Context: an optimization exercise on an open-source flow, tuned for small area, a short achievable clock period and few clock cycles per item. The choices shown serve that exercise and are no tape-out recipe.
In this exercise RTL edits were held to simulation tests only and were not proved equivalent to the original.

## build 69
Design mod_vector_seq, start of the top module:
module mod_vector_seq #(
  parameter int N  = 8,
  parameter int W  = 16,
  parameter int WW = 32,
  parameter int K  = 4
) (
  input  logic            clk,
  input  logic            rst,
  input  logic            in_valid,
  output logic            in_ready,
  input  logic [N*WW-1:0] in_vec,
  input  logic [W-1:0]    q_in,
  input  logic            signed_mode,
  output logic            out_valid,
  input  logic            out_ready,
  output logic [N*W-1:0]  out_vec,
  output logic            err
);
  localparam int G  = WW / K;            
  localparam int GL = (WW - W) / K;      
  localparam int GW = $clog2(G);
  logic [GW-1:0]  ld_cnt;                
  logic           act;                   
  logic           bb_v;                  
  logic           bb_last;               
  logic           prim;                  
  logic [K-1:0]   bb    [N];             
  logic [W-1:0]   h_r   [N];             
  logic [W-1:0]   q1_r;                  
  logic [W-1:0]   nq_r;                  
  logic           qz_r;                  
  logic [W-1:0]   r     [N];             
  logic [W-1:0]   h0    [N];             
  logic [W-1:0]   rs    [N];             
  logic idle, stall, start, qlong, qzero;
  logic [GW-1:0] g0, ld_sel;
  assign stall  = out_valid & ~out_ready;
  assign idle   = ~act & ~bb_v;
  assign start  = idle & prim & in_valid & ~stall;
  assign qlong  = q_in[W-1];
  assign qzero  = (q_in == '0);
  assign g0     = qlong ? GW'(GL) : '0;
  assign ld_sel = act ? ld_cnt : start ? g0 + 1'b1 : g0;
  assign in_ready = act & (ld_cnt == GW'(G - 1));
  function automatic logic [W-1:0] step(input logic [W-1:0] rr,
  ...
Settings: LEC_CHECK=0, ABC_AREA=1, CAP_MARGIN=30, CORE_MARGIN=2, CORE_UTILIZATION=40, SLEW_MARGIN=30; clock period 22.0 ns.
standard.sh (not shown) runs the stock make flow with config.mk's settings and CLKGATE_MAP_FILE= SYNTH_SCRIPT=/design/flow/synth_recipe.tcl, a recipe that flattens the netlist after the stock synthesis.
==> flow/flow/run.sh <==
#!/bin/bash
set -euo pipefail
bash standard.sh SETUP_SLACK_MARGIN=14.5 finish > standard_flow.log 2>&1
Looking at the reports, build 69 completed the entire flow and the layout it produced met the timing, design-rule and antenna checks.
Testbench counts of build 69, summed over its fixed seeds: cycles 8,208, items 2,048.
For build 90, these inputs were changed with respect to build 69:
==> flow/flow/run.sh <==
#!/bin/bash
set -euo pipefail
bash standard.sh SETUP_SLACK_MARGIN=12.5 finish > standard_flow.log 2>&1
## What came out
Delta (build 90 minus build 69): layout-stage area growth over the synthesis result now sits lower, share of the final layout cell area in multi-input gates now sits higher.
Build 90 — met3 track utilization from global routing 0.46 points lower, build 69 as reference
Final cell count ended up 711 lower on build 90 than on build 69.
Build 90 has arrival time at the worst endpoint above what build 69 had.
Data required time of the critical path: build 90 vs build 69 down 0.03 ns
Going from build 69 to build 90, the cell area after placement was found to have gone down by about 2.2%.
Here is what was changed in the inputs of build 68 compared with build 90.
==> flow/flow/run.sh <==
#!/bin/bash
set -euo pipefail
bash standard.sh SETUP_SLACK_MARGIN=13.5 MATCH_CELL_FOOTPRINT=0 finish > standard_flow.log 2>&1
Findings:
Build 68 vs build 90, measured slew at the worst slew-check pin went up by 0.083 ns. Post-layout minimum cycle time delta for build 68 relative to build 90: 0.95 ns lower. Register-to-register slack in build 68 is 0.88 ns higher than in build 90. Per the comparison of build 68 with build 90, core occupancy in the finished layout increased 3.5 points, summed area of non-filler cells in the final layout +7.4%, via count grew by 1765, number of optimization iterations in the first detailed-route pass now smaller. Diff build 90 -> build 68: wire length moved up, minimum hold slack higher.
### build 68 -> build 57
==> flow/flow/run.sh <==
#!/bin/bash
# Standard synthesis and layout, with these changes to how the layout is made:
# - port buffers use the plain buf_1 cell (every input and output port is
#   still buffered);
set -euo pipefail
export BUFFER_PORTS_ARGS="-buffer_cell sky130_fd_sc_hd__buf_1"
bash standard.sh SETUP_SLACK_MARGIN=13.5 MATCH_CELL_FOOTPRINT=0 \
  "BUFFER_PORTS_ARGS=-buffer_cell sky130_fd_sc_hd__buf_1" finish > standard_flow.log 2>&1
[summary]
Build 68 and build 57 ended up with nearly the same wire length. Critical-path cell with the highest stage delay = ha_2: build 57; critical-path cell with the highest stage delay = o21ai_0: build 68. Per the comparison of build 57 with build 68, via count of the first global-routing pass flat, stage delay of the slowest cell on the critical path down 0.13 ns, finished layout cell area now smaller. When build 57 is measured against build 68, its register-to-register slack turns out 0.15 ns lower.

-- static timing again, ports no longer ideal --
The results above use ideal ports. As a check the final layouts listed here were re-extracted and re-timed, cells and wires unchanged. Step 1 sets driving cells, clkbuf_16 on the clock port and buf_2 on the other inputs (assumed; they add their load-dependent delay and slew). Step 2 moves the port delays by t, midway between the first and last clock arrival at a register: inputs arrive t later, outputs are due t later. That takes back most of the time a late clock gives input paths. Slacks: no drivers / after step 1 / after step 2; pairs: no drivers / after step 1.
| run | shift t [ns] | setup WS [ns] | worst setup path after step 2 |
|---|---|---|---|
| build 69 | 0.721 | 14.057 / 14.057 / 13.740 | input to register |
| build 90 | 0.729 | 12.648 / 12.670 / 11.941 | input to register |
| build 68 | 0.731 | 13.596 / 13.648 / 12.917 | input to register |
| build 57 | 0.740 | 13.442 / 13.495 / 12.754 | input to register |
After both steps every run listed still meets setup and hold. For build 90, which loses most, drivers alone change the setup slack by +0.022 ns; drivers and shift together by -0.707 ns.
